This is an optimization exercise on Yosys and OpenROAD, whose aim is small area, a short achievable clock period and few clock cycles, not a production implementation.
At most, simulation tests tie the RTL to the original design; equivalence was not proved.
The RTL of run 1 was laid out without a check of its function.
Power and IR drop assume default switching activity.

--- flow/run.sh ---
#!/bin/bash
# synth_recipe.tcl (not shown) runs the flow's synth.tcl, then flattens the netlist and writes it again
# the make line also repeats each setting of config.mk as NAME=value (left out here)
make -C /OpenROAD-flow-scripts/flow DESIGN_CONFIG=/design/flow/config.mk WORK_HOME=/design/flow/orfs CLKGATE_MAP_FILE= SYNTH_SCRIPT=/design/flow/synth_recipe.tcl finish
--- flow/config.mk ---
export PLATFORM = sky130hd
export DESIGN_NAME = glyph_column_renderer_5x7
export DESIGN_NICKNAME = glyph_column_renderer_5x7
export VERILOG_FILES = /design/flow/design.v
export SDC_FILE = /design/flow/constraint.sdc
export NUM_CORES = 4
export LEC_CHECK = 0
export CAP_MARGIN = 20
export CORE_MARGIN = 2
export CORE_UTILIZATION = 40
export SETUP_SLACK_MARGIN = 3.8
export SLEW_MARGIN = 20
export SYNTH_MEMORY_MAX_BITS = 8192
--- flow/constraint.sdc ---
create_clock -name core_clock -period 6.0 [get_ports {clk_i}]
set_input_delay 1.2000 -clock core_clock [delete_from_list [all_inputs] [get_ports {clk_i}]]
set_output_delay 1.2000 -clock core_clock [all_outputs]
set_load 0.01 [all_outputs]
--- flow/design.v ---
package gcr_pkg;
  function automatic logic [7:0] fold_code(input logic [7:0] code);
    logic [7:0] r;
    case (code)
      8'd196:         r = 8'd127;
      8'd214, 8'd246: r = 8'd128;
      8'd220, 8'd252: r = 8'd129;
      8'd228:         r = 8'd130;
      8'd223:         r = 8'd131;
      default:        r = code;
    endcase
    fold_code = r;
  endfunction
  function automatic logic [8:0] first_col(input logic [7:0] code);
    logic [8:0] r;
    case (code)
      8'd32: r = 9'h100;
      8'd33: r = 9'h100;
      8'd34: r = 9'h100;
      8'd35: r = 9'h194;
      8'd36: r = 9'h1A4;
      8'd37: r = 9'h1A6;
      8'd38: r = 9'h1B6;
      8'd39: r = 9'h100;
      8'd40: r = 9'h100;
      8'd41: r = 9'h100;
      8'd42: r = 9'h1A2;
      8'd43: r = 9'h188;
      8'd44: r = 9'h100;
      8'd45: r = 9'h188;
      8'd46: r = 9'h100;
      8'd47: r = 9'h1A0;
      8'd48: r = 9'h1BE;
      8'd49: r = 9'h100;
      8'd50: r = 9'h1C2;
      8'd51: r = 9'h1A2;
      8'd52: r = 9'h18C;
      8'd53: r = 9'h1AF;
      8'd54: r = 9'h1BE;
      8'd55: r = 9'h181;
      8'd56: r = 9'h1B6;
      8'd57: r = 9'h1A6;
      8'd58: r = 9'h100;
      8'd59: r = 9'h100;
      8'd60: r = 9'h188;
      8'd61: r = 9'h194;
      8'd62: r = 9'h1C1;
      8'd63: r = 9'h182;
      8'd64: r = 9'h1BE;
      8'd65: r = 9'h1FE;
      8'd66: r = 9'h1FF;
      8'd67: r = 9'h1BE;
      8'd68: r = 9'h1FF;
      8'd69: r = 9'h1FF;
      8'd70: r = 9'h1FF;
      8'd71: r = 9'h1BE;
      8'd72: r = 9'h1FF;
      8'd73: r = 9'h100;
      8'd74: r = 9'h1B0;
      8'd75: r = 9'h1FF;
      8'd76: r = 9'h100;
      8'd77: r = 9'h1FF;
      8'd78: r = 9'h1FF;
      8'd79: r = 9'h1BE;
      8'd80: r = 9'h1FF;
      8'd81: r = 9'h1BE;
      8'd82: r = 9'h1FF;
      8'd83: r = 9'h1A6;
      8'd84: r = 9'h181;
      8'd85: r = 9'h1BF;
      8'd86: r = 9'h187;
      8'd87: r = 9'h19F;
      8'd88: r = 9'h1E3;
      8'd89: r = 9'h183;
      8'd90: r = 9'h1E1;
      8'd91: r = 9'h100;
      8'd92: r = 9'h182;
      8'd93: r = 9'h100;
      8'd94: r = 9'h184;
      8'd95: r = 9'h1C0;
      8'd96: r = 9'h100;
      8'd97: r = 9'h1B0;
      8'd98: r = 9'h100;
      8'd99: r = 9'h1B8;
      8'd100: r = 9'h100;
      8'd101: r = 9'h1B8;
      8'd102: r = 9'h188;
      8'd103: r = 9'h18C;
      8'd104: r = 9'h1FF;
      8'd105: r = 9'h100;
      8'd106: r = 9'h1A0;
      8'd107: r = 9'h1FF;
      8'd108: r = 9'h100;
      8'd109: r = 9'h1FC;
      8'd110: r = 9'h100;
      8'd111: r = 9'h1B8;
      8'd112: r = 9'h1FC;
      8'd113: r = 9'h198;
      8'd114: r = 9'h1FC;
      8'd115: r = 9'h1C8;
      8'd116: r = 9'h100;
      8'd117: r = 9'h1BC;
      8'd118: r = 9'h19C;
      8'd119: r = 9'h1BC;
      8'd120: r = 9'h1C4;
      8'd121: r = 9'h18C;
      8'd122: r = 9'h1C4;
      8'd123: r = 9'h188;
      8'd124: r = 9'h100;
      8'd125: r = 9'h1C1;
      8'd126: r = 9'h188;
      8'd127: r = 9'h1F9;
      8'd128: r = 9'h1B9;
      8'd129: r = 9'h1BD;
      8'd130: r = 9'h1B1;
      8'd131: r = 9'h1FE;
      8'd196: r = 9'h1F9;
      8'd214: r = 9'h1B9;
      8'd220: r = 9'h1BD;
      8'd223: r = 9'h1FE;
      8'd228: r = 9'h1B1;
      8'd246: r = 9'h1B9;
      8'd252: r = 9'h1BD;
      default: r = 9'h000;
    endcase
    first_col = r;
  endfunction
  function automatic logic [7:0] next_col(input logic thin, input logic [1:0] n,
                                          input logic [6:0] g);
    logic [7:0] r;
    case ({thin, n, g})
      10'd0: r = 8'h80;
      10'd1: r = 8'h80;
      10'd2: r = 8'h83;
      10'd3: r = 8'hFF;
      10'd4: r = 8'hAA;
      10'd5: r = 8'h96;
      10'd6: r = 8'hC9;
      10'd7: r = 8'h80;
      10'd8: r = 8'h9C;
      10'd9: r = 8'hC1;
      10'd10: r = 8'h94;
      10'd11: r = 8'h88;
      10'd12: r = 8'h80;
      10'd13: r = 8'h88;
      10'd14: r = 8'h80;
      10'd15: r = 8'h90;
      10'd16: r = 8'hC1;
      10'd17: r = 8'hC2;
      10'd18: r = 8'hE1;
      10'd19: r = 8'hC1;
      10'd20: r = 8'h8A;
      10'd21: r = 8'hC9;
      10'd22: r = 8'hC9;
      10'd23: r = 8'hF1;
      10'd24: r = 8'hC9;
      10'd25: r = 8'hC9;
      10'd26: r = 8'h80;
      10'd27: r = 8'h80;
      10'd28: r = 8'h94;
      10'd29: r = 8'h94;
      10'd30: r = 8'hA2;
      10'd31: r = 8'h81;
      10'd32: r = 8'hC1;
      10'd33: r = 8'h89;
      10'd34: r = 8'hC9;
      10'd35: r = 8'hC1;
      10'd36: r = 8'hC1;
      10'd37: r = 8'hC9;
      10'd38: r = 8'h89;
      10'd39: r = 8'hC1;
      10'd40: r = 8'h88;
      10'd41: r = 8'hC1;
      10'd42: r = 8'hC0;
      10'd43: r = 8'h88;
      10'd44: r = 8'hFF;
      10'd45: r = 8'h84;
      10'd46: r = 8'h82;
      10'd47: r = 8'hC1;
      10'd48: r = 8'h89;
      10'd49: r = 8'hC1;
      10'd50: r = 8'h89;
      10'd51: r = 8'hC9;
      10'd52: r = 8'h81;
      10'd53: r = 8'hC0;
      10'd54: r = 8'h98;
      10'd55: r = 8'hE0;
      10'd56: r = 8'h94;
      10'd57: r = 8'h84;
      10'd58: r = 8'hD1;
      10'd59: r = 8'hFF;
      10'd60: r = 8'h84;
      10'd61: r = 8'hC1;
      10'd62: r = 8'h82;
      10'd63: r = 8'hC0;
      10'd64: r = 8'h81;
      10'd65: r = 8'hCA;
      10'd66: r = 8'hFF;
      10'd67: r = 8'hC4;
      10'd68: r = 8'hB8;
      10'd69: r = 8'hD4;
      10'd70: r = 8'hFE;
      10'd71: r = 8'hD2;
      10'd72: r = 8'h84;
      10'd73: r = 8'h80;
      10'd74: r = 8'hC0;
      10'd75: r = 8'h90;
      10'd76: r = 8'h80;
      10'd77: r = 8'h84;
      10'd78: r = 8'hF8;
      10'd79: r = 8'hC4;
      10'd80: r = 8'h94;
      10'd81: r = 8'hA4;
      10'd82: r = 8'h88;
      10'd83: r = 8'hD4;
      10'd84: r = 8'h82;
      10'd85: r = 8'hC0;
      10'd86: r = 8'hA0;
      10'd87: r = 8'hC0;
      10'd88: r = 8'hA8;
      10'd89: r = 8'hD0;
      10'd90: r = 8'hE4;
      10'd91: r = 8'hB6;
      10'd92: r = 8'h80;
      10'd93: r = 8'hC1;
      10'd94: r = 8'h84;
      10'd95: r = 8'h94;
      10'd96: r = 8'hC4;
      10'd97: r = 8'hC0;
      10'd98: r = 8'hC8;
      10'd99: r = 8'h81;
      10'd128: r = 8'h80;
      10'd129: r = 8'hDF;
      10'd130: r = 8'h80;
      10'd131: r = 8'h94;
      10'd132: r = 8'hFF;
      10'd133: r = 8'h88;
      10'd134: r = 8'hD5;
      10'd135: r = 8'h83;
      10'd136: r = 8'hA2;
      10'd137: r = 8'hA2;
      10'd138: r = 8'hFF;
      10'd139: r = 8'hBE;
      10'd140: r = 8'hE0;
      10'd141: r = 8'h88;
      10'd142: r = 8'hE0;
      10'd143: r = 8'h88;
      10'd144: r = 8'hC1;
      10'd145: r = 8'hFF;
      10'd146: r = 8'hD1;
      10'd147: r = 8'hC9;
      10'd148: r = 8'hC9;
      10'd149: r = 8'hC9;
      10'd150: r = 8'hC9;
      10'd151: r = 8'h89;
      10'd152: r = 8'hC9;
      10'd153: r = 8'hC9;
      10'd154: r = 8'hB6;
      10'd155: r = 8'hD6;
      10'd156: r = 8'hA2;
      10'd157: r = 8'h94;
      10'd158: r = 8'h94;
      10'd159: r = 8'hD1;
      10'd160: r = 8'hDD;
      10'd161: r = 8'h89;
      10'd162: r = 8'hC9;
      10'd163: r = 8'hC1;
      10'd164: r = 8'hC1;
      10'd165: r = 8'hC9;
      10'd166: r = 8'h89;
      10'd167: r = 8'hC9;
      10'd168: r = 8'h88;
      10'd169: r = 8'hFF;
      10'd170: r = 8'hC1;
      10'd171: r = 8'h88;
      10'd172: r = 8'hC0;
      10'd173: r = 8'h88;
      10'd174: r = 8'h8C;
      10'd175: r = 8'hC1;
      10'd176: r = 8'h89;
      10'd177: r = 8'hD1;
      10'd178: r = 8'h99;
      10'd179: r = 8'hC9;
      10'd180: r = 8'hFF;
      10'd181: r = 8'hC0;
      10'd182: r = 8'hE0;
      10'd183: r = 8'h98;
      10'd184: r = 8'h88;
      10'd185: r = 8'hF8;
      10'd186: r = 8'hC9;
      10'd187: r = 8'hC1;
      10'd188: r = 8'h88;
      10'd189: r = 8'hC1;
      10'd190: r = 8'h81;
      10'd191: r = 8'hC0;
      10'd192: r = 8'h82;
      10'd193: r = 8'hCA;
      10'd194: r = 8'hC4;
      10'd195: r = 8'hC4;
      10'd196: r = 8'hC4;
      10'd197: r = 8'hD4;
      10'd198: r = 8'h89;
      10'd199: r = 8'hD2;
      10'd200: r = 8'h84;
      10'd201: r = 8'hFA;
      10'd202: r = 8'hBA;
      10'd203: r = 8'hA8;
      10'd204: r = 8'hFF;
      10'd205: r = 8'h98;
      10'd206: r = 8'h84;
      10'd207: r = 8'hC4;
      10'd208: r = 8'hA4;
      10'd209: r = 8'hA4;
      10'd210: r = 8'h84;
      10'd211: r = 8'hD4;
      10'd212: r = 8'hBF;
      10'd213: r = 8'hC0;
      10'd214: r = 8'hC0;
      10'd215: r = 8'hB0;
      10'd216: r = 8'h90;
      10'd217: r = 8'hD0;
      10'd218: r = 8'hD4;
      10'd219: r = 8'hC1;
      10'd220: r = 8'hFF;
      10'd221: r = 8'hB6;
      10'd222: r = 8'h88;
      10'd223: r = 8'h92;
      10'd224: r = 8'hC4;
      10'd225: r = 8'hC0;
      10'd226: r = 8'hC8;
      10'd227: r = 8'hC9;
      10'd256: r = 8'h80;
      10'd257: r = 8'h80;
      10'd258: r = 8'h83;
      10'd259: r = 8'hFF;
      10'd260: r = 8'hAA;
      10'd261: r = 8'hB4;
      10'd262: r = 8'hA2;
      10'd263: r = 8'h80;
      10'd264: r = 8'hC1;
      10'd265: r = 8'h9C;
      10'd266: r = 8'h94;
      10'd267: r = 8'h88;
      10'd268: r = 8'hB0;
      10'd269: r = 8'h88;
      10'd270: r = 8'hE0;
      10'd271: r = 8'h84;
      10'd272: r = 8'hC1;
      10'd273: r = 8'hC0;
      10'd274: r = 8'hC9;
      10'd275: r = 8'hC9;
      10'd276: r = 8'hFF;
      10'd277: r = 8'hC9;
      10'd278: r = 8'hC9;
      10'd279: r = 8'h85;
      10'd280: r = 8'hC9;
      10'd281: r = 8'hC9;
      10'd282: r = 8'hB6;
      10'd283: r = 8'hB6;
      10'd284: r = 8'hC1;
      10'd285: r = 8'h94;
      10'd286: r = 8'h88;
      10'd287: r = 8'h89;
      10'd288: r = 8'hD5;
      10'd289: r = 8'h89;
      10'd290: r = 8'hC9;
      10'd291: r = 8'hC1;
      10'd292: r = 8'hC1;
      10'd293: r = 8'hC9;
      10'd294: r = 8'h89;
      10'd295: r = 8'hC9;
      10'd296: r = 8'h88;
      10'd297: r = 8'hC1;
      10'd298: r = 8'hBF;
      10'd299: r = 8'h94;
      10'd300: r = 8'hC0;
      10'd301: r = 8'h84;
      10'd302: r = 8'h90;
      10'd303: r = 8'hC1;
      10'd304: r = 8'h89;
      10'd305: r = 8'hE1;
      10'd306: r = 8'hA9;
      10'd307: r = 8'hC9;
      10'd308: r = 8'h81;
      10'd309: r = 8'hC0;
      10'd310: r = 8'h98;
      10'd311: r = 8'hE0;
      10'd312: r = 8'h94;
      10'd313: r = 8'h84;
      10'd314: r = 8'hC5;
      10'd315: r = 8'hC1;
      10'd316: r = 8'h90;
      10'd317: r = 8'hFF;
      10'd318: r = 8'h82;
      10'd319: r = 8'hC0;
      10'd320: r = 8'h80;
      10'd321: r = 8'hCA;
      10'd322: r = 8'hC4;
      10'd323: r = 8'hC4;
      10'd324: r = 8'hC4;
      10'd325: r = 8'hD4;
      10'd326: r = 8'h81;
      10'd327: r = 8'hD2;
      10'd328: r = 8'h84;
      10'd329: r = 8'h80;
      10'd330: r = 8'h80;
      10'd331: r = 8'hC4;
      10'd332: r = 8'h80;
      10'd333: r = 8'h84;
      10'd334: r = 8'h84;
      10'd335: r = 8'hC4;
      10'd336: r = 8'hA4;
      10'd337: r = 8'h94;
      10'd338: r = 8'h84;
      10'd339: r = 8'hD4;
      10'd340: r = 8'hC2;
      10'd341: r = 8'hC0;
      10'd342: r = 8'hA0;
      10'd343: r = 8'hC0;
      10'd344: r = 8'hA8;
      10'd345: r = 8'hD0;
      10'd346: r = 8'hCC;
      10'd347: r = 8'hC1;
      10'd348: r = 8'h80;
      10'd349: r = 8'h88;
      10'd350: r = 8'h90;
      10'd351: r = 8'h94;
      10'd352: r = 8'hC4;
      10'd353: r = 8'hC0;
      10'd354: r = 8'hC8;
      10'd355: r = 8'hC9;
      10'd384: r = 8'h80;
      10'd385: r = 8'h80;
      10'd386: r = 8'h80;
      10'd387: r = 8'h94;
      10'd388: r = 8'h92;
      10'd389: r = 8'hB2;
      10'd390: r = 8'hD0;
      10'd391: r = 8'h80;
      10'd392: r = 8'h80;
      10'd393: r = 8'h80;
      10'd394: r = 8'hA2;
      10'd395: r = 8'h88;
      10'd396: r = 8'h80;
      10'd397: r = 8'h88;
      10'd398: r = 8'h80;
      10'd399: r = 8'h82;
      10'd400: r = 8'hBE;
      10'd401: r = 8'h80;
      10'd402: r = 8'hC6;
      10'd403: r = 8'hB6;
      10'd404: r = 8'hC8;
      10'd405: r = 8'hB1;
      10'd406: r = 8'hB2;
      10'd407: r = 8'h83;
      10'd408: r = 8'hB6;
      10'd409: r = 8'hBE;
      10'd410: r = 8'h80;
      10'd411: r = 8'h80;
      10'd412: r = 8'h80;
      10'd413: r = 8'h94;
      10'd414: r = 8'h80;
      10'd415: r = 8'h86;
      10'd416: r = 8'h9E;
      10'd417: r = 8'hFE;
      10'd418: r = 8'hB6;
      10'd419: r = 8'hA2;
      10'd420: r = 8'hBE;
      10'd421: r = 8'hC1;
      10'd422: r = 8'h89;
      10'd423: r = 8'hBA;
      10'd424: r = 8'hFF;
      10'd425: r = 8'h80;
      10'd426: r = 8'h81;
      10'd427: r = 8'hE3;
      10'd428: r = 8'hC0;
      10'd429: r = 8'hFF;
      10'd430: r = 8'hFF;
      10'd431: r = 8'hBE;
      10'd432: r = 8'h86;
      10'd433: r = 8'hFE;
      10'd434: r = 8'hC6;
      10'd435: r = 8'hB2;
      10'd436: r = 8'h81;
      10'd437: r = 8'hBF;
      10'd438: r = 8'h87;
      10'd439: r = 8'h9F;
      10'd440: r = 8'hE3;
      10'd441: r = 8'h83;
      10'd442: r = 8'hC3;
      10'd443: r = 8'h80;
      10'd444: r = 8'hA0;
      10'd445: r = 8'h80;
      10'd446: r = 8'h84;
      10'd447: r = 8'hC0;
      10'd448: r = 8'h80;
      10'd449: r = 8'hFC;
      10'd450: r = 8'hB8;
      10'd451: r = 8'h80;
      10'd452: r = 8'hFF;
      10'd453: r = 8'h98;
      10'd454: r = 8'h80;
      10'd455: r = 8'hBC;
      10'd456: r = 8'hF8;
      10'd457: r = 8'h80;
      10'd458: r = 8'h80;
      10'd459: r = 8'h80;
      10'd460: r = 8'h80;
      10'd461: r = 8'hF8;
      10'd462: r = 8'hF8;
      10'd463: r = 8'hB8;
      10'd464: r = 8'h98;
      10'd465: r = 8'hFC;
      10'd466: r = 8'h80;
      10'd467: r = 8'hA4;
      10'd468: r = 8'h80;
      10'd469: r = 8'hBC;
      10'd470: r = 8'h9C;
      10'd471: r = 8'hBC;
      10'd472: r = 8'hC4;
      10'd473: r = 8'hBC;
      10'd474: r = 8'h80;
      10'd475: r = 8'h80;
      10'd476: r = 8'h80;
      10'd477: r = 8'h80;
      10'd478: r = 8'h88;
      10'd479: r = 8'hF9;
      10'd480: r = 8'hB9;
      10'd481: r = 8'hBD;
      10'd482: r = 8'hFD;
      10'd483: r = 8'hB6;
      10'd514: r = 8'h83;
      10'd515: r = 8'hFF;
      10'd516: r = 8'hAA;
      10'd517: r = 8'h96;
      10'd518: r = 8'hC9;
      10'd520: r = 8'h9C;
      10'd521: r = 8'hC1;
      10'd522: r = 8'h94;
      10'd523: r = 8'h88;
      10'd527: r = 8'h90;
      10'd528: r = 8'hC1;
      10'd529: r = 8'hC2;
      10'd530: r = 8'hE1;
      10'd531: r = 8'hC1;
      10'd532: r = 8'h8A;
      10'd533: r = 8'hC9;
      10'd534: r = 8'hC9;
      10'd535: r = 8'hF1;
      10'd536: r = 8'hC9;
      10'd537: r = 8'hC9;
      10'd540: r = 8'h94;
      10'd542: r = 8'hA2;
      10'd543: r = 8'h81;
      10'd544: r = 8'hC1;
      10'd545: r = 8'h89;
      10'd546: r = 8'hC9;
      10'd547: r = 8'hC1;
      10'd548: r = 8'hC1;
      10'd549: r = 8'hC9;
      10'd550: r = 8'h89;
      10'd551: r = 8'hC1;
      10'd552: r = 8'h88;
      10'd553: r = 8'hC1;
      10'd554: r = 8'hC0;
      10'd555: r = 8'h88;
      10'd556: r = 8'hFF;
      10'd557: r = 8'h84;
      10'd558: r = 8'h82;
      10'd559: r = 8'hC1;
      10'd560: r = 8'h89;
      10'd561: r = 8'hC1;
      10'd562: r = 8'h89;
      10'd563: r = 8'hC9;
      10'd564: r = 8'h81;
      10'd565: r = 8'hC0;
      10'd566: r = 8'h98;
      10'd567: r = 8'hE0;
      10'd568: r = 8'h94;
      10'd569: r = 8'h84;
      10'd570: r = 8'hD1;
      10'd571: r = 8'hFF;
      10'd572: r = 8'h84;
      10'd573: r = 8'hC1;
      10'd574: r = 8'h82;
      10'd576: r = 8'h81;
      10'd577: r = 8'hCA;
      10'd578: r = 8'hFF;
      10'd579: r = 8'hC4;
      10'd580: r = 8'hB8;
      10'd581: r = 8'hD4;
      10'd582: r = 8'hFE;
      10'd583: r = 8'hD2;
      10'd584: r = 8'h84;
      10'd586: r = 8'hC0;
      10'd587: r = 8'h90;
      10'd589: r = 8'h84;
      10'd590: r = 8'hF8;
      10'd591: r = 8'hC4;
      10'd592: r = 8'h94;
      10'd593: r = 8'hA4;
      10'd594: r = 8'h88;
      10'd595: r = 8'hD4;
      10'd596: r = 8'h82;
      10'd597: r = 8'hC0;
      10'd598: r = 8'hA0;
      10'd599: r = 8'hC0;
      10'd600: r = 8'hA8;
      10'd601: r = 8'hD0;
      10'd602: r = 8'hE4;
      10'd603: r = 8'hB6;
      10'd605: r = 8'hC1;
      10'd606: r = 8'h84;
      10'd607: r = 8'h94;
      10'd608: r = 8'hC4;
      10'd609: r = 8'hC0;
      10'd610: r = 8'hC8;
      10'd611: r = 8'h81;
      10'd641: r = 8'hDF;
      10'd643: r = 8'h94;
      10'd644: r = 8'hFF;
      10'd645: r = 8'h88;
      10'd646: r = 8'hD5;
      10'd647: r = 8'h83;
      10'd648: r = 8'hA2;
      10'd649: r = 8'hA2;
      10'd650: r = 8'hFF;
      10'd651: r = 8'hBE;
      10'd652: r = 8'hE0;
      10'd653: r = 8'h88;
      10'd654: r = 8'hE0;
      10'd655: r = 8'h88;
      10'd657: r = 8'hFF;
      10'd658: r = 8'hD1;
      10'd659: r = 8'hC9;
      10'd660: r = 8'hC9;
      10'd663: r = 8'h89;
      10'd666: r = 8'hB6;
      10'd667: r = 8'hD6;
      10'd668: r = 8'hA2;
      10'd669: r = 8'h94;
      10'd670: r = 8'h94;
      10'd671: r = 8'hD1;
      10'd672: r = 8'hDD;
      10'd679: r = 8'hC9;
      10'd681: r = 8'hFF;
      10'd682: r = 8'hC1;
      10'd683: r = 8'h88;
      10'd684: r = 8'hC0;
      10'd685: r = 8'h88;
      10'd686: r = 8'h8C;
      10'd689: r = 8'hD1;
      10'd690: r = 8'h99;
      10'd692: r = 8'hFF;
      10'd694: r = 8'hE0;
      10'd695: r = 8'h98;
      10'd696: r = 8'h88;
      10'd697: r = 8'hF8;
      10'd698: r = 8'hC9;
      10'd699: r = 8'hC1;
      10'd700: r = 8'h88;
      10'd701: r = 8'hC1;
      10'd702: r = 8'h81;
      10'd703: r = 8'hC0;
      10'd704: r = 8'h82;
      10'd706: r = 8'hC4;
      10'd708: r = 8'hC4;
      10'd710: r = 8'h89;
      10'd713: r = 8'hFA;
      10'd714: r = 8'hBA;
      10'd715: r = 8'hA8;
      10'd716: r = 8'hFF;
      10'd717: r = 8'h98;
      10'd718: r = 8'h84;
      10'd720: r = 8'hA4;
      10'd721: r = 8'hA4;
      10'd722: r = 8'h84;
      10'd724: r = 8'hBF;
      10'd726: r = 8'hC0;
      10'd727: r = 8'hB0;
      10'd728: r = 8'h90;
      10'd730: r = 8'hD4;
      10'd731: r = 8'hC1;
      10'd732: r = 8'hFF;
      10'd733: r = 8'hB6;
      10'd734: r = 8'h88;
      10'd735: r = 8'h92;
      10'd739: r = 8'hC9;
      10'd770: r = 8'h83;
      10'd771: r = 8'hFF;
      10'd772: r = 8'hAA;
      10'd773: r = 8'hB4;
      10'd774: r = 8'hA2;
      10'd776: r = 8'hC1;
      10'd777: r = 8'h9C;
      10'd778: r = 8'h94;
      10'd779: r = 8'h88;
      10'd780: r = 8'hB0;
      10'd782: r = 8'hE0;
      10'd783: r = 8'h84;
      10'd784: r = 8'hC1;
      10'd785: r = 8'hC0;
      10'd786: r = 8'hC9;
      10'd787: r = 8'hC9;
      10'd788: r = 8'hFF;
      10'd789: r = 8'hC9;
      10'd790: r = 8'hC9;
      10'd791: r = 8'h85;
      10'd792: r = 8'hC9;
      10'd793: r = 8'hC9;
      10'd794: r = 8'hB6;
      10'd795: r = 8'hB6;
      10'd796: r = 8'hC1;
      10'd798: r = 8'h88;
      10'd799: r = 8'h89;
      10'd800: r = 8'hD5;
      10'd801: r = 8'h89;
      10'd802: r = 8'hC9;
      10'd803: r = 8'hC1;
      10'd804: r = 8'hC1;
      10'd805: r = 8'hC9;
      10'd806: r = 8'h89;
      10'd807: r = 8'hC9;
      10'd808: r = 8'h88;
      10'd809: r = 8'hC1;
      10'd810: r = 8'hBF;
      10'd811: r = 8'h94;
      10'd813: r = 8'h84;
      10'd814: r = 8'h90;
      10'd815: r = 8'hC1;
      10'd816: r = 8'h89;
      10'd817: r = 8'hE1;
      10'd818: r = 8'hA9;
      10'd819: r = 8'hC9;
      10'd820: r = 8'h81;
      10'd821: r = 8'hC0;
      10'd822: r = 8'h98;
      10'd823: r = 8'hE0;
      10'd824: r = 8'h94;
      10'd825: r = 8'h84;
      10'd826: r = 8'hC5;
      10'd827: r = 8'hC1;
      10'd828: r = 8'h90;
      10'd829: r = 8'hFF;
      10'd830: r = 8'h82;
      10'd833: r = 8'hCA;
      10'd834: r = 8'hC4;
      10'd835: r = 8'hC4;
      10'd836: r = 8'hC4;
      10'd837: r = 8'hD4;
      10'd838: r = 8'h81;
      10'd839: r = 8'hD2;
      10'd840: r = 8'h84;
      10'd843: r = 8'hC4;
      10'd845: r = 8'h84;
      10'd846: r = 8'h84;
      10'd847: r = 8'hC4;
      10'd848: r = 8'hA4;
      10'd849: r = 8'h94;
      10'd850: r = 8'h84;
      10'd851: r = 8'hD4;
      10'd852: r = 8'hC2;
      10'd853: r = 8'hC0;
      10'd854: r = 8'hA0;
      10'd855: r = 8'hC0;
      10'd856: r = 8'hA8;
      10'd857: r = 8'hD0;
      10'd858: r = 8'hCC;
      10'd859: r = 8'hC1;
      10'd861: r = 8'h88;
      10'd862: r = 8'h90;
      10'd863: r = 8'h94;
      10'd864: r = 8'hC4;
      10'd865: r = 8'hC0;
      10'd866: r = 8'hC8;
      10'd867: r = 8'hC9;
      10'd899: r = 8'h94;
      10'd900: r = 8'h92;
      10'd901: r = 8'hB2;
      10'd902: r = 8'hD0;
      10'd906: r = 8'hA2;
      10'd907: r = 8'h88;
      10'd909: r = 8'h88;
      10'd911: r = 8'h82;
      10'd912: r = 8'hBE;
      10'd914: r = 8'hC6;
      10'd915: r = 8'hB6;
      10'd916: r = 8'hC8;
      10'd917: r = 8'hB1;
      10'd918: r = 8'hB2;
      10'd919: r = 8'h83;
      10'd920: r = 8'hB6;
      10'd921: r = 8'hBE;
      10'd925: r = 8'h94;
      10'd927: r = 8'h86;
      10'd928: r = 8'h9E;
      10'd929: r = 8'hFE;
      10'd930: r = 8'hB6;
      10'd931: r = 8'hA2;
      10'd932: r = 8'hBE;
      10'd933: r = 8'hC1;
      10'd934: r = 8'h89;
      10'd935: r = 8'hBA;
      10'd936: r = 8'hFF;
      10'd938: r = 8'h81;
      10'd939: r = 8'hE3;
      10'd940: r = 8'hC0;
      10'd941: r = 8'hFF;
      10'd942: r = 8'hFF;
      10'd943: r = 8'hBE;
      10'd944: r = 8'h86;
      10'd945: r = 8'hFE;
      10'd946: r = 8'hC6;
      10'd947: r = 8'hB2;
      10'd948: r = 8'h81;
      10'd949: r = 8'hBF;
      10'd950: r = 8'h87;
      10'd951: r = 8'h9F;
      10'd952: r = 8'hE3;
      10'd953: r = 8'h83;
      10'd954: r = 8'hC3;
      10'd956: r = 8'hA0;
      10'd958: r = 8'h84;
      10'd959: r = 8'hC0;
      10'd961: r = 8'hFC;
      10'd962: r = 8'hB8;
      10'd964: r = 8'hFF;
      10'd965: r = 8'h98;
      10'd967: r = 8'hBC;
      10'd968: r = 8'hF8;
      10'd973: r = 8'hF8;
      10'd974: r = 8'hF8;
      10'd975: r = 8'hB8;
      10'd976: r = 8'h98;
      10'd977: r = 8'hFC;
      10'd979: r = 8'hA4;
      10'd981: r = 8'hBC;
      10'd982: r = 8'h9C;
      10'd983: r = 8'hBC;
      10'd984: r = 8'hC4;
      10'd985: r = 8'hBC;
      10'd990: r = 8'h88;
      10'd991: r = 8'hF9;
      10'd992: r = 8'hB9;
      10'd993: r = 8'hBD;
      10'd994: r = 8'hFD;
      10'd995: r = 8'hB6;
      default: r = 8'h00;
    endcase
    next_col = r;
  endfunction
endpackage
module glyph_column_renderer_5x7 (
  input  logic        clk_i,
  input  logic        rst_ni,
  input  logic        start_i,
  output logic        busy_o,
  input  logic [7:0]  char_code_i,
  input  logic [1:0]  font_mode_i,
  input  logic [15:0] pos_x_i,
  input  logic [15:0] pos_y_i,
  output logic        result_valid_o,
  output logic [15:0] column_x_o,
  output logic [15:0] top_y_o,
  output logic [7:0]  row_bits_o,
  output logic [7:0]  row_write_mask_o,
  output logic        last_o,
  output logic [2:0]  char_width_o
);
  logic        valid_q;    
  logic [15:0] x_q;        
  logic        xmax_q;     
  logic [15:0] y_q;        
  logic [6:0]  bits_q;     
  logic        ul_q;       
  logic        col_q;      
  logic        last_q;     
  logic [2:0]  width_q;    
  logic        nz_q;       
  logic [1:0]  n_q;        
  logic        col4_q;     
  logic [6:0]  g_q;        
  logic        thin_q;     
  logic        load;
  logic [7:0]  g_in;
  logic [8:0]  fc;
  logic        ok_in, thin_in, ul_in, nz0_in;
  logic        uline;
  logic [15:0] x_nxt;
  logic        x_nxt_max;
  logic [7:0]  nc;
  assign load   = !valid_q || last_q;
  assign busy_o = !load;
  assign g_in    = gcr_pkg::fold_code(char_code_i) - 8'd32;
  assign fc      = gcr_pkg::first_col(char_code_i);
  assign ok_in   = fc[8];
  assign thin_in = !font_mode_i[0];
  assign ul_in   = font_mode_i[1] && ok_in;
  assign nz0_in  = !thin_in || fc[7];
  assign uline     = col4_q || (xmax_q && nz_q);
  assign x_nxt     = x_q + {15'd0, nz_q};
  assign x_nxt_max = (&x_q[15:1]) && (x_q[0] ^ nz_q);
  assign nc        = gcr_pkg::next_col(thin_q, n_q, g_q);
  always_ff @(posedge clk_i or negedge rst_ni) begin
    if (!rst_ni) valid_q <= 1'b0;
    else if (load) valid_q <= start_i;
  end
  always_ff @(posedge clk_i) begin
    if (load) begin
      x_q     <= pos_x_i;
      xmax_q  <= (pos_x_i == 16'hFFFF);
      y_q     <= pos_y_i;
      bits_q  <= fc[6:0];
      ul_q    <= ul_in;
      col_q   <= ok_in;
      last_q  <= !ok_in || (!ul_in && nz0_in && (pos_x_i == 16'hFFFF));
      width_q <= {2'b00, ok_in && nz0_in};
      nz_q    <= nz0_in;
      n_q     <= 2'd0;
      col4_q  <= 1'b0;
      g_q     <= g_in[6:0];
      thin_q  <= thin_in;
    end else if (uline) begin
      x_q     <= x_nxt;
      xmax_q  <= x_nxt_max;
      bits_q  <= 7'd0;
      col_q   <= 1'b0;
      last_q  <= 1'b1;
    end else begin
      x_q     <= x_nxt;
      xmax_q  <= x_nxt_max;
      bits_q  <= nc[6:0];
      width_q <= width_q + {2'b00, nc[7]};
      nz_q    <= nc[7];
      last_q  <= !ul_q && ((n_q == 2'd3) || (nc[7] && x_nxt_max));
      n_q     <= n_q + 2'd1;
      col4_q  <= (n_q == 2'd3);
    end
  end
  assign result_valid_o   = valid_q;
  assign column_x_o       = x_q;
  assign top_y_o          = y_q;
  assign row_bits_o       = {ul_q, bits_q};
  assign row_write_mask_o = {ul_q, {7{col_q}}};
  assign last_o           = last_q;
  assign char_width_o     = width_q;
endmodule
==> results.txt, run 1 <==
* Area grow syn2layout at 39.15%
* Core area at 19590 µm²
* Crit path DAT at 3.33 ns
* CP startpoint kind: register
* Period utilization at 52.45%
* I/O pin cnt at 99
* WL met2 at 16640 µm
* Clk Tree Root Cell: clkbuf_16
* Worst slack at placement at 1.784 ns
* Synthesized Nets at 1186
* Power Density at 463.3 nW/µm²
* Max stage delay cell, worst path: nor2_4
* Worst EP required at 6.18 ns
* Tot Pwr at 5177 µW
* Footprint of the multi-input gates at 6553 µm²
* Commonest non-fill, non-tap cell in the layout: nand2_1
* Clock sink count at 59
* Worst Skew at 0.008506 ns
* Largest stage delay, worst path at 0.47 ns
* Max Fclk at 0.3177 GHz
* Async S/R FF share, synth at 1.695%
* Routed vias/inst at 7.119
* CP endpoint kind: register
* Die area at 21230 µm²
* Diode count at 0
* Layout cells sized above 1 at 30.01%
* Final GP Congestion at 1.060
* Clock latency on the worst-skew pair at 0.33 ns
* Global route overflow at 0
* Clk slew on worst S/H paths at 0.05 ns
* Post-route ant nets at 0
* CP Cell Sequence: buf_6 > clkinv_2 > nor2_4 > a21oi_1 > a31o_1 > o221ai_2 > o31a_1 > ha_4 > ha_4 > mux2i_1 > nor2_1
* Kind of critical path: register to register
* Least-Margin Pin Slew at 0.8295 ns
* # fillers at 1791
* Max-slew headroom at 44.67%
* Post-Route WL at 42520 µm
* Most used cell, CP: ha_4
* Static leakage at 0.004152 µW
* TritonCTS Buffers at 9
* Dpl hpwl at 26450 µm
* Maximum vdd drop at 0.3000 mV
* Max-cap violations at 0
* Avg Cell Area, Syn at 7.229 µm²
* Cells after Synth at 1111
* Commonest non-fill, non-tap cells in the layout: nand2_1, a21oi_1, buf_4, o21ai_0, nor2_1
* Max Used Layer: met4
* # setup viols final at 0
* TritonCTS clock tree: yes
* Die height at 145.7 µm
* Drc violations at 0
* Vias in the first global route at 9625
* #FFs+latches synth at 59
* Hold Buf Count CTS at 0
* CP startpoint: g_q[5]
* Final slew viol count at 0
* Hold Crit Class: register to register
* DRT iter0 DRCs at 2094
* Status: no timing/DRC/antenna violations
* Worst setup margin at 2.853 ns
* Routed wire per std cell at 28.57 µm
* Top_reg_cell synth: dfxtp_1
* Worst hold slack at 0.4651 ns
* Starting density of the core at 41.00%
* Post-layout nets at 1293
* Worst path top cell family by delay: compound AO/OA/AOI/OAI gates
* Port bufs at 98
* Via Count at 10593
* Initial antenna violation count at 0
* Syn. warnings at 1
* Dpl cell area at 9105 µm²
* First-pass GRT wire length at 61130 µm
* Count of cell types in the netlist at 104
* Mapped Area at 8031 µm²
* Hold Crit Start: col4_q
* Register area at 1476 µm²
* Die Span X at 145.7 µm
* TritonRoute pass-1 iters at 8
* Met1 wire length at 15820 µm
* Register area share after synthesis at 18.26%
* Final Hold Viols at 0
* GRT Overall Usage at 37.21%
* Fin Setup TNS at 0 ns
* Max Buffers Root-to-Sink at 2
* Placement Rows at 51
* Minimum clock period at 3.147 ns
* Worst path bufs/invs at 2
* Design Area, Final at 11180 µm²
* Post-synth EDFFs at 28
* Largest net degree at the start of global routing at 117
* RSZ-0062 raised after global routing: yes
* Max Fanout on Critical Path at 42
* DR WL met3 at 7133 µm
* Htree depth at 3
* Reg-to-reg startpoint: g_q[5]
==> worst min-delay path, cell delays in order (launching register included) <==
cell     delay (ns)
dfxtp_1        0.32
a21oi_1        0.04
nor2_1         0.07
==> sequential cells by signal, indices dropped and copies added (netlist names), 2 cells and up <==
signal / flops
bits_q: 7
width_q: 3
g_q: 7
n_q: 2
x_q: 16
y_q: 16
==> cells in the mapped netlist (6+ instances only) <==
master	number	area (µm²)
a311oi_1	14	122.6
buf_4	17	127.6
buf_2	52	260.3
nand4_1	12	75.07
edfxtp_1	28	840.8
nor2_1	80	300.3
dfxtp_1	30	600.6
nor3_1	36	180.2
a2111oi_0	6	52.55
nor2b_1	13	81.33
nor4_1	10	62.56
a31oi_1	27	168.9
o221ai_1	8	70.07
o22ai_1	11	68.82
clkbuf_1	44	165.2
nand2b_1	36	225.2
o21ai_0	93	465.5
xor2_1	10	87.58
a21oi_1	102	510.5
buf_1	6	22.52
ha_1	30	375.4
mux2i_1	12	120.1
a211o_1	6	52.55
xnor2_1	9	78.83
o211ai_1	20	150.1
o31ai_1	11	82.58
inv_1	19	71.32
and3_1	6	37.54
and2_1	9	56.30
a211oi_1	28	210.2
nand3_1	30	150.1
o2111ai_1	9	78.83
nand2_1	118	442.9
o21ai_1	7	35.03
buf_6	12	135.1
==> layout make-up <==
| class | instances | area share, % |
|---|---|---|
| clock buffer | 9 | 2.015 |
| clock inverter | 7 | 1.030 |
| tap | 265 | 2.967 |
| multi-input combinational | 895 | 58.63 |
| timing repair buffer | 229 | 21.01 |
| inverter | 24 | 1.131 |
| sequential | 59 | 13.21 |
==> worst paths after layout <==
path / to / slack, ns / depth (start not counted)
worst max-delay path: width_q[1] / 2.85 / 11
worst min-delay path: col4_q / 0.47 / 2
worst max register to register: width_q[1] / 2.85 / 11
worst min register to register: col4_q / 0.47 / 2
max in group asynchronous: valid_q / 4.90 / 1
min in group asynchronous: valid_q / 1.01 / 1
==> timing repair <==
item | 4_1_cts | 5_1_grt
pin swaps | 30 | 28
cloned | 6 | 2
buffers inserted | 68 | 26
setup endpoints to repair | 76 | 53
gates resized for setup | 304 | 94
==> cells by family after synthesis <==
logic type / Yosys count / synth area share, %
compound gates: 433 / 36.88
simple gates: 392 / 24.58
buf+inv: 157 / 10.22
flops: 59 / 18.26
fa+ha+maj: 30 / 4.674
mux: 21 / 3.318
xor+xnor: 19 / 2.072
==> power by group <==
part | total, µW | internal, µW | switching, µW
logic | 3840 | 1400 | 2440
clock network | 589 | 404 | 185
registers | 743 | 615 | 128
total | 5180 | 2420 | 2760
==> stage by stage <==
step,util (%),cells
2_1_floorplan,-,1111
3_3_place_gp,46.48,1370
3_5_place_dp,46.48,1370
4_1_cts,54.61,1460
5_1_grt,57.05,1488
6_report,57.05,1488
==> layer usage <==
metal | global-route usage, % | vias to the layer above
met2 | 52.78 | 1064
met5 | 0 | -
met4 | 17.21 | 0
met3 | 13.95 | 283
li1 | - | 4418
met1 | 49.77 | 4828
==> inputs of run 2 (changes only) <==
--- a/flow/design.v
+++ b/flow/design.v
@@ -12,117 +12,94 @@
     fold_code = r;
   endfunction
-  function automatic logic [8:0] first_col(input logic [7:0] code);
-    logic [8:0] r;
+  function automatic logic [6:0] col0_of_code(input logic [7:0] code);
+    logic [6:0] r;
     case (code)
-      8'd32: r = 9'h100;
-      8'd33: r = 9'h100;
-      8'd34: r = 9'h100;
-      8'd35: r = 9'h194;
-      8'd36: r = 9'h1A4;
-      8'd37: r = 9'h1A6;
-      8'd38: r = 9'h1B6;
-      8'd39: r = 9'h100;
-      8'd40: r = 9'h100;
-      8'd41: r = 9'h100;
-      8'd42: r = 9'h1A2;
-      8'd43: r = 9'h188;
-      8'd44: r = 9'h100;
-      8'd45: r = 9'h188;
-      8'd46: r = 9'h100;
-      8'd47: r = 9'h1A0;
-      8'd48: r = 9'h1BE;
-      8'd49: r = 9'h100;
-      8'd50: r = 9'h1C2;
-      8'd51: r = 9'h1A2;
-      8'd52: r = 9'h18C;
-      8'd53: r = 9'h1AF;
-      8'd54: r = 9'h1BE;
-      8'd55: r = 9'h181;
-      8'd56: r = 9'h1B6;
-      8'd57: r = 9'h1A6;
-      8'd58: r = 9'h100;
-      8'd59: r = 9'h100;
-      8'd60: r = 9'h188;
-      8'd61: r = 9'h194;
-      8'd62: r = 9'h1C1;
-      8'd63: r = 9'h182;
-      8'd64: r = 9'h1BE;
-      8'd65: r = 9'h1FE;
-      8'd66: r = 9'h1FF;
-      8'd67: r = 9'h1BE;
-      8'd68: r = 9'h1FF;
-      8'd69: r = 9'h1FF;
-      8'd70: r = 9'h1FF;
-      8'd71: r = 9'h1BE;
-      8'd72: r = 9'h1FF;
-      8'd73: r = 9'h100;
-      8'd74: r = 9'h1B0;
-      8'd75: r = 9'h1FF;
-      8'd76: r = 9'h100;
-      8'd77: r = 9'h1FF;
-      8'd78: r = 9'h1FF;
-      8'd79: r = 9'h1BE;
-      8'd80: r = 9'h1FF;
-      8'd81: r = 9'h1BE;
-      8'd82: r = 9'h1FF;
-      8'd83: r = 9'h1A6;
-      8'd84: r = 9'h181;
-      8'd85: r = 9'h1BF;
-      8'd86: r = 9'h187;
-      8'd87: r = 9'h19F;
-      8'd88: r = 9'h1E3;
-      8'd89: r = 9'h183;
-      8'd90: r = 9'h1E1;
-      8'd91: r = 9'h100;
-      8'd92: r = 9'h182;
-      8'd93: r = 9'h100;
-      8'd94: r = 9'h184;
-      8'd95: r = 9'h1C0;
-      8'd96: r = 9'h100;
-      8'd97: r = 9'h1B0;
-      8'd98: r = 9'h100;
-      8'd99: r = 9'h1B8;
-      8'd100: r = 9'h100;
-      8'd101: r = 9'h1B8;
-      8'd102: r = 9'h188;
-      8'd103: r = 9'h18C;
-      8'd104: r = 9'h1FF;
-      8'd105: r = 9'h100;
-      8'd106: r = 9'h1A0;
-      8'd107: r = 9'h1FF;
-      8'd108: r = 9'h100;
-      8'd109: r = 9'h1FC;
-      8'd110: r = 9'h100;
-      8'd111: r = 9'h1B8;
-      8'd112: r = 9'h1FC;
-      8'd113: r = 9'h198;
-      8'd114: r = 9'h1FC;
-      8'd115: r = 9'h1C8;
-      8'd116: r = 9'h100;
-      8'd117: r = 9'h1BC;
-      8'd118: r = 9'h19C;
-      8'd119: r = 9'h1BC;
-      8'd120: r = 9'h1C4;
-      8'd121: r = 9'h18C;
-      8'd122: r = 9'h1C4;
-      8'd123: r = 9'h188;
-      8'd124: r = 9'h100;
-      8'd125: r = 9'h1C1;
-      8'd126: r = 9'h188;
-      8'd127: r = 9'h1F9;
-      8'd128: r = 9'h1B9;
-      8'd129: r = 9'h1BD;
-      8'd130: r = 9'h1B1;
-      8'd131: r = 9'h1FE;
-      8'd196: r = 9'h1F9;
-      8'd214: r = 9'h1B9;
-      8'd220: r = 9'h1BD;
-      8'd223: r = 9'h1FE;
-      8'd228: r = 9'h1B1;
-      8'd246: r = 9'h1B9;
-      8'd252: r = 9'h1BD;
-      default: r = 9'h000;
+      8'd35: r = 7'h14;
+      8'd36: r = 7'h24;
+      8'd37: r = 7'h26;
+      8'd38: r = 7'h36;
+      8'd42: r = 7'h22;
+      8'd43: r = 7'h08;
+      8'd45: r = 7'h08;
+      8'd47: r = 7'h20;
+      8'd48: r = 7'h3E;
+      8'd50: r = 7'h42;
+      8'd51: r = 7'h22;
+      8'd52: r = 7'h0C;
+      8'd53: r = 7'h2F;
+      8'd54: r = 7'h3E;
+      8'd55: r = 7'h01;
+      8'd56: r = 7'h36;
+      8'd57: r = 7'h26;
+      8'd60: r = 7'h08;
+      8'd61: r = 7'h14;
+      8'd62: r = 7'h41;
+      8'd63: r = 7'h02;
+      8'd64: r = 7'h3E;
+      8'd65: r = 7'h7E;
+      8'd66: r = 7'h7F;
+      8'd67: r = 7'h3E;
+      8'd68: r = 7'h7F;
+      8'd69: r = 7'h7F;
+      8'd70: r = 7'h7F;
+      8'd71: r = 7'h3E;
+      8'd72: r = 7'h7F;
+      8'd74: r = 7'h30;
+      8'd75: r = 7'h7F;
+      8'd77: r = 7'h7F;
+      8'd78: r = 7'h7F;
+      8'd79: r = 7'h3E;
+      8'd80: r = 7'h7F;
+      8'd81: r = 7'h3E;
+      8'd82: r = 7'h7F;
+      8'd83: r = 7'h26;
+      8'd84: r = 7'h01;
+      8'd85: r = 7'h3F;
+      8'd86: r = 7'h07;
+      8'd87: r = 7'h1F;
+      8'd88: r = 7'h63;
+      8'd89: r = 7'h03;
+      8'd90: r = 7'h61;
+      8'd92: r = 7'h02;
+      8'd94: r = 7'h04;
+      8'd95: r = 7'h40;
+      8'd97: r = 7'h30;
+      8'd99: r = 7'h38;
+      8'd101: r = 7'h38;
+      8'd102: r = 7'h08;
+      8'd103: r = 7'h0C;
+      8'd104: r = 7'h7F;
+      8'd106: r = 7'h20;
+      8'd107: r = 7'h7F;
+      8'd109: r = 7'h7C;
+      8'd111: r = 7'h38;
+      8'd112: r = 7'h7C;
+      8'd113: r = 7'h18;
+      8'd114: r = 7'h7C;
+      8'd115: r = 7'h48;
+      8'd117: r = 7'h3C;
+      8'd118: r = 7'h1C;
+      8'd119: r = 7'h3C;
+      8'd120: r = 7'h44;
+      8'd121: r = 7'h0C;
+      8'd122: r = 7'h44;
+      8'd123: r = 7'h08;
+      8'd125: r = 7'h41;
+      8'd126: r = 7'h08;
+      8'd127: r = 7'h79;
+      8'd128: r = 7'h39;
+      8'd129: r = 7'h3D;
+      8'd130: r = 7'h31;
+      8'd131: r = 7'h7E;
+      8'd196: r = 7'h79;
+      8'd214: r = 7'h39;
+      8'd220: r = 7'h3D;
+      8'd223: r = 7'h7E;
+      8'd228: r = 7'h31;
+      8'd246: r = 7'h39;
+      8'd252: r = 7'h3D;
+      default: r = 7'h00;
     endcase
-    first_col = r;
+    col0_of_code = r;
   endfunction
   function automatic logic [7:0] next_col(input logic thin, input logic [1:0] n,
@@ -870,5 +847,4 @@
   logic        valid_q;    
   logic [15:0] x_q;        
-  logic        xmax_q;     
   logic [15:0] y_q;        
   logic [6:0]  bits_q;     
@@ -877,5 +853,4 @@
   logic        last_q;     
   logic [2:0]  width_q;    
-  logic        nz_q;       
   logic [1:0]  n_q;        
   logic        col4_q;     
@@ -884,21 +859,23 @@
   logic        load;
   logic [7:0]  g_in;
-  logic [8:0]  fc;
   logic        ok_in, thin_in, ul_in, nz0_in;
-  logic        uline;
-  logic [15:0] x_nxt;
-  logic        x_nxt_max;
+  logic [6:0]  col0_in;
+  logic        nz_cur;
+  logic [16:0] x_nxt;
+  logic        clip;
   logic [7:0]  nc;
+  logic        x_nxt_max;
   assign load   = !valid_q || last_q;
   assign busy_o = !load;
   assign g_in    = gcr_pkg::fold_code(char_code_i) - 8'd32;
-  assign fc      = gcr_pkg::first_col(char_code_i);
-  assign ok_in   = fc[8];
+  assign ok_in   = (g_in < 8'd100);
   assign thin_in = !font_mode_i[0];
   assign ul_in   = font_mode_i[1] && ok_in;
-  assign nz0_in  = !thin_in || fc[7];
-  assign uline     = col4_q || (xmax_q && nz_q);
-  assign x_nxt     = x_q + {15'd0, nz_q};
-  assign x_nxt_max = (&x_q[15:1]) && (x_q[0] ^ nz_q);
+  assign col0_in = gcr_pkg::col0_of_code(char_code_i);
+  assign nz0_in  = !thin_in || (col0_in != 7'd0);
+  assign nz_cur    = !thin_q || (bits_q != 7'd0);
+  assign x_nxt     = {1'b0, x_q} + {16'd0, nz_cur};
+  assign clip      = x_nxt[16];
+  assign x_nxt_max = (x_nxt[15:0] == 16'hFFFF);
   assign nc        = gcr_pkg::next_col(thin_q, n_q, g_q);
   always_ff @(posedge clk_i or negedge rst_ni) begin
@@ -909,28 +886,23 @@
     if (load) begin
       x_q     <= pos_x_i;
-      xmax_q  <= (pos_x_i == 16'hFFFF);
       y_q     <= pos_y_i;
-      bits_q  <= fc[6:0];
+      bits_q  <= col0_in;
       ul_q    <= ul_in;
       col_q   <= ok_in;
       last_q  <= !ok_in || (!ul_in && nz0_in && (pos_x_i == 16'hFFFF));
       width_q <= {2'b00, ok_in && nz0_in};
-      nz_q    <= nz0_in;
       n_q     <= 2'd0;
       col4_q  <= 1'b0;
       g_q     <= g_in[6:0];
       thin_q  <= thin_in;
-    end else if (uline) begin
-      x_q     <= x_nxt;
-      xmax_q  <= x_nxt_max;
+    end else if (col4_q || clip) begin
+      x_q     <= x_nxt[15:0];
       bits_q  <= 7'd0;
       col_q   <= 1'b0;
       last_q  <= 1'b1;
     end else begin
-      x_q     <= x_nxt;
-      xmax_q  <= x_nxt_max;
+      x_q     <= x_nxt[15:0];
       bits_q  <= nc[6:0];
       width_q <= width_q + {2'b00, nc[7]};
-      nz_q    <= nc[7];
       last_q  <= !ul_q && ((n_q == 2'd3) || (nc[7] && x_nxt_max));
       n_q     <= n_q + 2'd1;
--- a/flow/config.mk
+++ b/flow/config.mk
@@ -9,5 +9,4 @@
 export CORE_MARGIN = 2
 export CORE_UTILIZATION = 40
-export SETUP_SLACK_MARGIN = 3.8
 export SLEW_MARGIN = 20
 export SYNTH_MEMORY_MAX_BITS = 8192
==> results.txt, run 2 <==
* Status: no timing/DRC/antenna violations
* Post-CTS Setup Bufs at 0 (-100%)
* Max Fclk at 0.2002 GHz (-37%)
* Clk slew on worst S/H paths at 0.05 ns (about the same)
* Routed wire per std cell at 29.02 µm (+1.6%)
* Sw frac at 55.33% (+2.1 points)
* Max Used Layer: met4
* Die height at 147.0 µm (+0.88%)
* Max Fanout on Critical Path at 10 (-76%)
* Post-CTS sizing at 0 (-100%)
* Die Span X at 147.0 µm (+0.88%)
* Least-Margin Pin Slew at 1.078 ns (+0.2484 ns)
* Area grow syn2layout at 15.44%
* Worst setup margin at 1.004 ns (-1.849 ns)
* Count of cell types in the netlist at 91 (-13%)
* Psw at 2494 µW (-9.6%)
* Max-cap violations at 0 (unchanged)
* Fin Setup TNS at 0 ns (unchanged)
* Power Density at 477.4 nW/µm² (+3.1%)
* Worst Skew at 0.009085 ns (+0.0005794 ns)
* Share of the synthesized area in the top cell type at 9.916% (-0.55 points)
* Worst hold slack at 0.4801 ns (+0.01504 ns)
* Mapped Area at 8177 µm² (+1.8%)
* Htree depth at 3 (unchanged)
* Hold Crit Class: register to register
* Synth top cells by count: nand2_1, o21ai_0, nor2_1
* I/O pin cnt at 99 (unchanged)
* Commonest non-fill, non-tap cell in the layout: nand2_1
* Post-layout nets at 1266 (-2.1%)
* # fillers at 2052 (+15%)
* Final GP Congestion at 1.055 (-0.54%)
* Placement Rows at 52 (+2.0%)
* Starting density of the core at 40.54% (-0.46 points)
* Avg Cell Area, Syn at 6.965 µm² (-3.7%)
* Period utilization at 83.26% (+31 points)
* Final slew viol count at 0 (unchanged)
* GRT Overall Usage at 38.09% (+0.89 points)
* Dpl cell area at 9115 µm² (+0.11%)
* Top Registers: x_q: 16 flops, y_q: 16 flops
* Die area at 21600 µm² (+1.8%)
* Syn. warnings at 1 (unchanged)
* Leading post-synthesis cells by cell area: edfxtp_1, dfxtp_1, o21ai_0, a21oi_1, nand2_1
* Async S/R FF share, synth at 1.754% (+0.059 points)
* Max-slew headroom at 27.80% (-17 points)
* Clock sink count at 57 (-3.4%)
* Port bufs at 98 (unchanged)
* TritonRoute pass-1 iters at 7 (-1)
* Global route overflow at 0 (unchanged)
* Maximum vdd drop at 0.2280 mV (-24%)
* TritonCTS clock tree: yes
* Seq pwr share at 17.0% (+2.6 points)
* Core area at 20170 µm² (+3.0%)
* WL met2 at 18560 µm (+12%)
* Kind of critical path: input pin to register
* Crit path DAT at 5.07 ns (+1.74 ns)
* Clk Tree Root Cell: clkbuf_16
* Design Area, Final at 9439 µm² (-16%)
* Worst slack at placement at 0.7337 ns (-1.050 ns)
* Largest net degree at the start of global routing at 111 (-5.1%)
* Register area share after synthesis at 17.32% (-0.94 points)
* Top_reg_cell synth: dfxtp_1
* Final Hold Viols at 0 (unchanged)
* TritonCTS Buffers at 9 (unchanged)
* Minimum clock period at 4.996 ns (+1.849 ns)
* Layout cells sized above 1 at 6.500% (-24 points)
* DRT iter0 DRCs at 1643 (-22%)
* Internal power at 2013 µW (-17%)
* Clock latency on the worst-skew pair at 0.33 ns (about the same)
* Post-synth EDFFs at 27 (-3.6%)
* #FFs+latches synth at 57 (-3.4%)
* Post-route ant nets at 0 (unchanged)
* CP startpoint kind: input pin
* Static leakage at 0.003362 µW (-19%)
* Top cell type by total area after synthesis: edfxtp_1
* Commonest non-fill, non-tap cells in the layout: nand2_1, o21ai_0, nor2_1, clkdlybuf4s50_1, a21oi_1
* Cells after Synth at 1174 (+5.7%)
* Initial antenna violation count at 1 (+1)
* Clock power frac at 11.8% (+0.4 points)
* Count leader, synth: nand2_1
* Post-Route WL at 42690 µm (+0.40%)
* Dpl hpwl at 30160 µm (+14%)
* # setup viols final at 0 (unchanged)
* DR WL met3 at 4868 µm (-32%)
* Routed vias/inst at 7.071 (-0.68%)
* Synthesized Nets at 1245 (+5.0%)
* Worst EP required at 6.08 ns (-0.10 ns)
* Max Buffers Root-to-Sink at 2 (unchanged)
* Drc violations at 0 (unchanged)
* Met1 wire length at 16560 µm (+4.7%)
* RSZ-0062 raised after global routing: no
* Via Count at 10401 (-1.8%)
* First-pass GRT wire length at 62500 µm (+2.2%)
* Vias in the first global route at 9447 (-1.8%)
* CP endpoint kind: register
* Combinational share of power at 71.2% (-3.1 points)
* Hold Buf Count CTS at 0 (unchanged)
[run 2: cell count changes after synthesis, sizes merged, moves of 9 or more]
cell	previous run	this run
nand3	30	48
a311oi	15	24
a21oi	103	93
o21ai	100	117
nor2b	14	29
nor2	84	101
[run 2: through the flow]
stage	utilization [%]	instances	total power, µW
floorplan	-	1174	2630
finish	46.80	1471	4507
global placement	45.19	1454	3829
global route	46.79	1470	4652
detailed placement	45.19	1454	3786
CTS	46.79	1470	4335
[run 2: cell type report]
cell class              instances  area, µm²  share of cell area, %
diodes                          1      2.502                0.02651
repair buffers                133       1256                  13.31
inverters                      29      108.9                  1.153
multi-input cells             965       5996                  63.52
clock buffers                  14      307.8                  3.261
well taps                     270      337.8                  3.579
clock inverters                 2      13.76                 0.1458
flip-flops and latches         57       1416                  15.01
[run 2: critical path, cell delays in order]
cell             delay (ns)
clkdlybuf4s50_1        0.77
inv_1                  0.23
ha_1                   0.27
mux2i_1                0.22
nor3_1                 0.14
a21oi_1                0.20
a21boi_0               0.35
nand2_1                0.11
ha_1                   0.33
a211o_1                0.27
a211oi_1               0.29
a2bb2oi_1              0.18
o32a_1                 0.21
nor2_1                 0.08
a22o_1                 0.21
[run 2: cells by family after synthesis]
family / count (synthesis) / synth area share (%)
AND/OR/NAND/NOR: 455 / 27.99
AO/OA/AOI/OAI: 447 / 36.74
buffers and inverters: 152 / 9.380
flip-flops: 57 / 17.32
adder cells (fa/ha/maj): 26 / 3.979
XOR/XNOR: 20 / 2.142
multiplexers: 17 / 2.448
[run 2: path summary, 6_finish.rpt]
kind / from / end / slack [ns] / depth (start not counted)
hold reg to reg: col4_q / col4_q / 0.48 / 2
min in group asynchronous: rst_ni / valid_q / 1.01 / 1
hold / removal: col4_q / col4_q / 0.48 / 2
max in group asynchronous: rst_ni / valid_q / 4.90 / 1
setup reg to reg: g_q[1] / bits_q[6] / 1.92 / 9
setup / recovery: char_code_i[1] / width_q[0] / 1.00 / 15
[run 2: power by group through the flow]
| stage | Sequential [µW] | Clock (µW) | Combinational, µW |
|---|---|---|---|
| global placement | 757 | 0 | 3070 |
| floorplan | 760 | 0 | 1870 |
| global route | 777 | 562 | 3310 |
| finish | 764 | 533 | 3210 |
| detailed placement | 762 | 0 | 3020 |
| CTS | 756 | 543 | 3040 |
[run 2: per-layer routing]
layer  vias up  global-route usage, %
met2       878                  58.78
met1      4858                  50.82
met5         -                      0
li1       4481                      -
met3       184                  7.764
met4         0                  18.75
Testbench counts of run 2, summed over its fixed seeds: cycles 12,826.

-- re-timing with driven ports --
How much do the figures lean on ideal ports? The routed layouts below were timed once more, with nothing changed but the port constraints.
Step 1 (the two cells are an assumption about what drives the block):
set clk [get_ports {clk_i}]
set_driving_cell -lib_cell sky130_fd_sc_hd__clkbuf_16 $clk
set_driving_cell -lib_cell sky130_fd_sc_hd__buf_2 [delete_from_list [all_inputs] $clk]
Step 2 times the ports against the registers' clock, not the clock port: input delays grow and output delays shrink by t, the midpoint of the rising clock arrivals with the driver on.
Three values: no drivers, after step 1, after step 2; two values: the first two.
run | t (ns) | setup WS [ns] | worst setup path after step 2
run 1 | 0.366 | 2.853 / 2.853 / 2.685 | input to register
run 2 | 0.354 | 1.004 / 1.012 / 0.658 | input to register
After both steps setup and hold are still met in every run listed. For run 2, which loses most, drivers alone change the setup slack by +0.008 ns; drivers and shift together by -0.346 ns.
